Context: an optimization exercise on an open-source flow, tuned for a short achievable clock period and few clock cycles. The choices shown serve that exercise and are no tape-out recipe. Only simulation tests tie the RTL to the original design; equivalence was not proved. No activity file was given, so power comes from the tool's default toggle rates.

$ cat flow/config.mk
export PLATFORM = sky130hd
export DESIGN_NAME = dcache_top
export DESIGN_NICKNAME = dcache_top
export VERILOG_FILES = /design/flow/design.v
export SDC_FILE = /design/flow/constraint.sdc
export NUM_CORES = 4
export LEC_CHECK = 0
export CAP_MARGIN = 20
export CORE_MARGIN = 2
export CORE_UTILIZATION = 40
export SETUP_SLACK_MARGIN = 4.3
export SLEW_MARGIN = 20
export TNS_END_PERCENT = 100
$ cat flow/constraint.sdc
create_clock -name core_clock -period 7.0 [get_ports {clk}]
set_input_delay 1.4000 -clock core_clock [delete_from_list [all_inputs] [get_ports {clk}]]
set_output_delay 1.4000 -clock core_clock [all_outputs]
set_load 0.01 [all_outputs]
$ cat flow/design.v
`default_nettype none
package dcache_geom_pkg;
	typedef logic [30-1:0] addr_t;    
	typedef logic [32-1:0] word_t;
	typedef logic [26-1:0]   tag_t;
	typedef logic [2-1:0] index_t;
	typedef logic [26+2-1:0] block_addr_t;
	typedef logic [128-1:0]            line_t;
endpackage
`default_nettype wire
`default_nettype none
module dcache_top (
	input  logic        clk,
	input  logic        proc_reset,
	input  logic        proc_read,
	input  logic        proc_write,
	input  dcache_geom_pkg::addr_t       proc_addr,
	input  dcache_geom_pkg::word_t       proc_wdata,
	output dcache_geom_pkg::word_t       proc_rdata,
	output logic        proc_stall,
	output logic        mem_read,
	output logic        mem_write,
	output dcache_geom_pkg::block_addr_t mem_addr,
	output dcache_geom_pkg::line_t       mem_wdata,
	input  dcache_geom_pkg::line_t       mem_rdata,
	input  logic        mem_ready
);
	localparam int S = 4;
	dcache_geom_pkg::line_t data0 [0:S-1];
	dcache_geom_pkg::line_t data1 [0:S-1];
	dcache_geom_pkg::tag_t  tag0  [0:S-1];
	dcache_geom_pkg::tag_t  tag1  [0:S-1];
	logic [S-1:0] valid0, valid1;
	logic [S-1:0] dirty0, dirty1;
	logic [S-1:0] lru;       
	logic st_wb, st_rd, st_done, st_hit, st_fix;
	logic hw_q;              
	logic                         stall_q;
	dcache_geom_pkg::word_t       rdata_q;
	logic                         mrd_q, mwr_q;
	dcache_geom_pkg::block_addr_t maddr_q;
	dcache_geom_pkg::line_t       mwdata_q;
	assign proc_stall = stall_q;
	assign proc_rdata = rdata_q;
	assign mem_read   = mrd_q;
	assign mem_write  = mwr_q;
	assign mem_addr   = maddr_q;
	assign mem_wdata  = mwdata_q;
	dcache_geom_pkg::index_t idx;
	dcache_geom_pkg::tag_t   req_tag;
	logic [1:0]              off;
	logic [S-1:0]            sdec;    
	logic [3:0]              wdec;    
	logic                    req, look;
	assign idx     = proc_addr[2 +: 2];
	assign req_tag = proc_addr[30-1 -: 26];
	assign off     = proc_addr[1:0];
	assign req     = proc_read | proc_write;
	assign look    = ~st_wb & ~st_rd & ~st_done & ~st_fix;
	always_comb begin
		for (int s = 0; s < S; s++) sdec[s] = (idx == s);
		for (int w = 0; w < 4; w++) wdec[w] = (off == w);
	end
	logic [S-1:0] eq0, eq1;
	always_comb begin
		for (int s = 0; s < S; s++) begin
			eq0[s] = (tag0[s] == req_tag);
			eq1[s] = (tag1[s] == req_tag);
		end
	end
	logic hit0, hit1, hit;
	assign hit0 = |(sdec & valid0 & eq0);
	assign hit1 = |(sdec & valid1 & eq1);
	assign hit  = hit0 | hit1;
	logic                   vic, vic_dirty;
	dcache_geom_pkg::tag_t  vic_tag;
	dcache_geom_pkg::line_t vic_line;
	always_comb begin
		vic       = 1'b0;
		vic_dirty = 1'b0;
		vic_tag   = '0;
		vic_line  = '0;
		for (int s = 0; s < S; s++) begin
			if (sdec[s]) begin
				vic       = lru[s];
				vic_dirty = lru[s] ? dirty1[s] : dirty0[s];
				vic_tag   = lru[s] ? tag1[s]   : tag0[s];
				vic_line  = lru[s] ? data1[s]  : data0[s];
			end
		end
	end
	dcache_geom_pkg::word_t w0, w1, wm;
	always_comb begin
		w0 = '0;
		w1 = '0;
		wm = '0;
		for (int s = 0; s < S; s++) begin
			for (int w = 0; w < 4; w++) begin
				if (sdec[s] && wdec[w]) begin
					w0 = data0[s][w*32 +: 32];
					w1 = data1[s][w*32 +: 32];
				end
			end
		end
		for (int w = 0; w < 4; w++) begin
			if (wdec[w]) wm = mem_rdata[w*32 +: 32];
		end
	end
	logic [3:0]   dsel [0:S-1];
	logic [S-1:0] gs1;
	always_comb begin
		for (int s = 0; s < S; s++) begin
			gs1[s] = |(dsel[s] & ~(req_tag[3:0] ^ tag1[s][3:0]))
			       | (~|dsel[s] & ((valid0[s] & valid1[s]) ? ~lru[s] : valid1[s]));
		end
	end
	logic guess1;
	assign guess1 = |(sdec & gs1);
	logic lk_hit, lk_miss;
	assign lk_hit  = look & req & hit;
	assign lk_miss = look & req & ~hit;
	logic fill;
	assign fill = st_rd & mem_ready;
	logic wb_nx, rd_nx, done_nx, selv;
	assign wb_nx   = (lk_miss & vic_dirty) | (st_wb & ~mem_ready);
	assign rd_nx   = (lk_miss & ~vic_dirty) | (st_wb & mem_ready) | (st_rd & ~mem_ready);
	logic lk_done, fix_nx;
	assign lk_done = lk_hit & (proc_write | (guess1 == hit1));
	assign fix_nx  = lk_hit & ~proc_write & (guess1 != hit1);
	assign done_nx = lk_done | fill | st_fix;
	assign selv    = vic_dirty & ~st_rd & ~(st_wb & mem_ready);
	dcache_geom_pkg::word_t w0m;
	assign w0m = st_rd ? wm : w0;
	always_ff @(posedge clk) begin
		st_wb    <= ~proc_reset & wb_nx;
		st_rd    <= ~proc_reset & rd_nx;
		st_done  <= ~proc_reset & done_nx;
		st_hit   <= ~proc_reset & (lk_hit | st_fix);
		st_fix   <= ~proc_reset & fix_nx;
		stall_q  <= proc_reset | ~done_nx;
		mwr_q    <= ~proc_reset & wb_nx;
		mrd_q    <= ~proc_reset & rd_nx;
		hw_q     <= hit1;
		rdata_q  <= ((st_fix ? hw_q : guess1) & ~st_rd) ? w1 : w0m;
		maddr_q  <= selv ? {vic_tag, idx} : proc_addr[30-1:2];
		mwdata_q <= vic_line;
		ddiff_q  <= ddiff;
	end
	logic [3:0] ddiff, ddiff_q, dnew;
	always_comb begin
		ddiff = '0;
		for (int s = 0; s < S; s++) begin
			if (sdec[s]) begin
				if (vic) ddiff = valid0[s] ? (req_tag[3:0] ^ tag0[s][3:0]) : 4'b0;
				else     ddiff = valid1[s] ? (req_tag[3:0] ^ tag1[s][3:0]) : 4'b0;
			end
		end
		dnew = ddiff_q & (~ddiff_q + 4'd1);    
	end
	logic store;
	assign store = st_done & st_hit & proc_write;
	dcache_geom_pkg::line_t fill_line;
	always_comb begin
		for (int w = 0; w < 4; w++) begin
			fill_line[w*32 +: 32] = (proc_write && wdec[w]) ? proc_wdata : mem_rdata[w*32 +: 32];
		end
	end
	always_ff @(posedge clk) begin
		for (int s = 0; s < S; s++) begin
			if (fill && sdec[s] && !vic) begin
				data0[s] <= fill_line;
				tag0[s]  <= req_tag;
			end
			if (fill && sdec[s] && vic) begin
				data1[s] <= fill_line;
				tag1[s]  <= req_tag;
			end
			for (int w = 0; w < 4; w++) begin
				if (store && sdec[s] && wdec[w] && !hw_q) data0[s][w*32 +: 32] <= proc_wdata;
				if (store && sdec[s] && wdec[w] &&  hw_q) data1[s][w*32 +: 32] <= proc_wdata;
			end
		end
	end
	always_ff @(posedge clk) begin
		if (proc_reset) begin
			valid0 <= '0;
			valid1 <= '0;
			for (int s = 0; s < S; s++) dsel[s] <= '0;
			dirty0 <= '0;
			dirty1 <= '0;
			lru    <= '0;    
		end else begin
			for (int s = 0; s < S; s++) begin
				if (sdec[s]) begin
					if (fill) begin
						dsel[s] <= dnew;
						if (vic) begin
							valid1[s] <= 1'b1;
							dirty1[s] <= proc_write;
						end else begin
							valid0[s] <= 1'b1;
							dirty0[s] <= proc_write;
						end
						lru[s] <= ~vic;
					end
					if (st_done && st_hit) begin
						lru[s] <= ~hw_q;    
						if (proc_write) begin
							if (hw_q) dirty1[s] <= 1'b1;
							else      dirty0[s] <= 1'b1;
						end
					end
				end
			end
		end
	end
endmodule
`default_nettype wire
$ cat flow/run.sh
#!/bin/bash
# synth_recipe.tcl (not shown) runs the flow's synth.tcl, then flattens the netlist and writes it again
# the make line also repeats each setting of config.mk as NAME=value (left out here)
make -C /OpenROAD-flow-scripts/flow DESIGN_CONFIG=/design/flow/config.mk WORK_HOME=/design/flow/orfs CLKGATE_MAP_FILE= SYNTH_SCRIPT=/design/flow/synth_recipe.tcl finish
==> results.yml <==
worst_setup_path:
  crit_top_cell: "buf_16"
  slowest_stage: "nor2_1"
  max_stage_delay_ns: 0.99
  path_class: "in2reg"
  cpLargestDelayFamily: "simple AND/OR/NAND/NOR gates"
  crit_chain: "buf_16 -> buf_16 -> nor2_1 -> nand2_1 -> a211oi_1 -> o41ai_1 -> and3_1 -> a31oi_1"
  crit_arrival_ns: 3.70
  cp_num_buf_inv: 2
  endpoint_kind: "flop"
  crit_fanout: 34
  cp-start-kind: "input pin"
  required_ns: 7.78
floorplan:
  die_area_sq_um: 206000
  core_sq_um: 202000
  io_pins: 386
  die_x_um: 454
  initial_core_util: 0.401
  die_h_um: 454
  row_count: 165
detailed_routing:
  vias: 63175
  firstDrtPassIters: 9
  drc: 0
  wl_per_cell_um: 40.3
  via_per_inst: 6.74
  drtAntennaViolNets: 0
  finalWirelength_mm: 378
  drt-initial-drc-count: 10316
cells_and_area:
  drive_gt1_frac: 0.394
  finalInstanceArea_sq_um: 102000
  layout_common_cells: "edfxtp_1, mux2i_1, mux2_4, mux2_2, nand2_1"
  final_common_cell: "edfxtp_1"
  multi_input_area_sq_um: 40300
  fill_cells: 17126
  stdcell_count: 9374
  fin_nets: 6716
  seq_area_sq_um: 41900
  area_delta_synth_final_pct: 25.9
clocking:
  cts_sinks: 1467
  cts_root_buffer: "clkbuf_16"
  cts.clk_slew.worst_paths_ns: 0.07
  cts_tree: "yes"
  clkLatencyLatePin_ns: 0.86
  cts_buffer_depth: 3
  cts_buffers: 171
  htree_levels: 4
yosys:
  netlist_area_sq_um: 81000
  synth_cell_types: 77
  yosys.area.top_type: "edfxtp_1"
  async_reset_ff_frac: 0
  synth_compound_area_frac: 0.0806
  ys.flop_type: "edfxtp_1"
  synthXorXnorAreaFrac: 0.0227
  yosys.area_share.simple: 0.0401
  postSynthCellCount: 6101
  avgSynthCellArea_sq_um: 13.3
  synth.area.top_cells: "edfxtp_1, mux2_2, mux2i_1, mux4_2, dfxtp_1"
  synthesis.nets: 6296
  synth.area.mux_share: 0.303
  synth_enable_flop_cells: 1232
  synth_adder_area_share: 0
  yosysSeqAreaShare: 0.515
  synth_top_area_frac: 0.457
  synth_top_family_by_area: "multiplexers"
  synth_seq_cells: 1467
  ys_warn_count: 6
timing:
  fin_crit_ns: 2.92
  worst_slack_ns: 4.08
  fin_crit_sh: 0.417
  rsz0062_at_grt: "true"
  tightestPinTransition_ns: 1.29
  fin_skew_ns: 0.0396
  fmax_mhz: 342
  report.final.slew_viol_count: 0
  whs_ns: 0.480
  finalSetupViolations: 0
  finalHoldViolations: 0
  tns_ns: 0
  maxSlewHeadroom: 0.137
placement:
  dp_cells: 8736
  place.detailed.hpwl_mm: 214
  dpl_cell_area_sq_um: 90100
  pre_cts_ws_ns: 1.79
  port_buffers: 385
  place_congestion: 0.947
power:
  p_leak_nw: 36.2
  ir_drop_uv: 278
  power_per_cell_area_nw_per_um2: 222
outcome:
  status: "no timing/DRC/antenna violations"
global_route:
  antenna_found_initial: 40
  grt_pass1_vias: 59627
  grt_usage: 0.350
  grt_first_pass_wirelength_mm: 498
  grt_max_degree: 105
  overflow: 0
worst_hold_path:
  hp-class: "reg2reg"
flow_run:
  max_cap_viol_count: 0
[layout make-up]
| type | instances | area share |
|---|---|---|
| flip-flops and latches | 1467 | 0.411 |
| clock buffers | 227 | 0.0462 |
| inverters | 156 | 0.00637 |
| clock inverters | 97 | 0.0102 |
| well taps | 2672 | 0.0328 |
| repair inverters | 8 | 0.000589 |
| multi-input cells | 3906 | 0.395 |
| diodes | 30 | 0.000737 |
| repair buffers | 811 | 0.0962 |
[worst paths after layout]
| kind | startpoint | endpoint | slack (ns) | cells after the start |
|---|---|---|---|---|
| setup / recovery | proc_addr[0] | rdata_q[23]$_DFF_P_ | 4.08 | 8 |
| hold / removal | dsel[1][3]$_SDFFE_PP0P_ | dsel[1][3]$_SDFFE_PP0P_ | 0.48 | 2 |
| setup reg to reg | lru[2]$_SDFFE_PP0P_ | mwdata_q[87]$_DFF_P_ | 4.26 | 5 |
| hold reg to reg | dsel[1][3]$_SDFFE_PP0P_ | dsel[1][3]$_SDFFE_PP0P_ | 0.48 | 2 |
[state kept, by name, indices dropped and copies added, names as in the netlist, 16 cells and up]
name      flops
data0       512
data1       512
mwdata_q    128
tag0        104
tag1        104
rdata_q      32
maddr_q      28
dsel         16
[routing by layer]
metal	GRT usage	up-vias	wire length (um)
li1	-	24556	-
met1	0.443	31839	135000
met2	0.514	5317	162000
met3	0.103	1448	48900
met4	0.243	15	32100
met5	0.00257	-	243
[cells by family (layout without fill, tap and decap cells)]
| group | count (synthesis) | in the layout |
|---|---|---|
| AND/OR/NAND/NOR | 666 | 674 |
| XOR/XNOR | 210 | 210 |
| multiplexers | 2029 | 2029 |
| buffers and inverters | 737 | 1299 |
| AO/OA/AOI/OAI | 992 | 993 |
| flip-flops | 1467 | 1467 |
| other | 0 | 30 |
[what timing repair did]
action                      CTS  global route
buffers inserted            145            66
hold buffers                  0             0
setup endpoints to repair  2668           414
resized for setup          1376           255
cloned                       54            19
hold endpoints to repair      0             0
pin swaps                    56            36
[cells in the mapped netlist (13+ instances only)]
library cell / number
a22o_1: 34
a31oi_1: 37
a222oi_1: 25
a21oi_1: 218
xor2_1: 75
o221ai_1: 36
nor2_1: 114
nor2b_1: 17
o211ai_1: 18
a211o_1: 13
a221oi_1: 31
o21ai_0: 251
nand2_1: 268
nand3_1: 30
mux2_2: 1074
a211oi_1: 36
buf_4: 20
nor4_1: 36
buf_2: 215
a21o_1: 45
mux2i_1: 727
and2_1: 13
nor3_1: 26
o22ai_1: 47
a221o_1: 15
edfxtp_1: 1232
buf_1: 32
nand2b_1: 34
a22oi_1: 86
dfxtp_1: 235
clkbuf_1: 310
nand4_1: 60
mux4_2: 228
inv_1: 155
xnor2_1: 135
[worst reg2reg max path, stage by stage, from the launching register on]
cell	delay (ns)
dfxtp_4	0.42
buf_4	0.35
buf_4	0.79
mux2i_1	0.23
mux4_2	0.51
inv_1	0.30
[metrics by stage]
stage | power, mW | utilization
3_5_place_dp | 13.0 | 0.447
2_1_floorplan | 11.9 | -
5_1_grt | 23.1 | 0.505
4_1_cts | 22.5 | 0.495
6_report | 22.7 | 0.505
3_3_place_gp | 13.0 | 0.447
[report_power, final]
part	switching [mW]	internal, mW	total (mW)	leakage [nW]
Clock	3.95	5.38	9.33	2.80
Sequential	0.153	9.71	9.86	13.1
Combinational	1.92	1.55	3.47	20.3
Testbench counts, summed over its fixed seeds: cycles 190,775.

[afterwards: timing with drivers on the ports]
In the flow no input, the clock included, has a driving cell. The finished layout below was timed again as built, in two steps. Step 1, drivers: a clkbuf_16 drives clk and a buf_2 each remaining input, both assumed. Step 2 times the ports against the registers' clock, not the clock port: input delays grow and output delays shrink by t, the midpoint of the rising clock arrivals with the driver on. Three values: ideal, step 1, step 2; two values: the first two.
shift t [ns]: 0.947
slack for setup (ns): 4.079 / 3.976 / 3.029
slew at the worst register clock pin (ns): 0.07 / 0.07
After both steps this run still meets setup and hold. For this run, drivers alone change the setup slack by -0.103 ns; drivers and shift together by -1.050 ns.
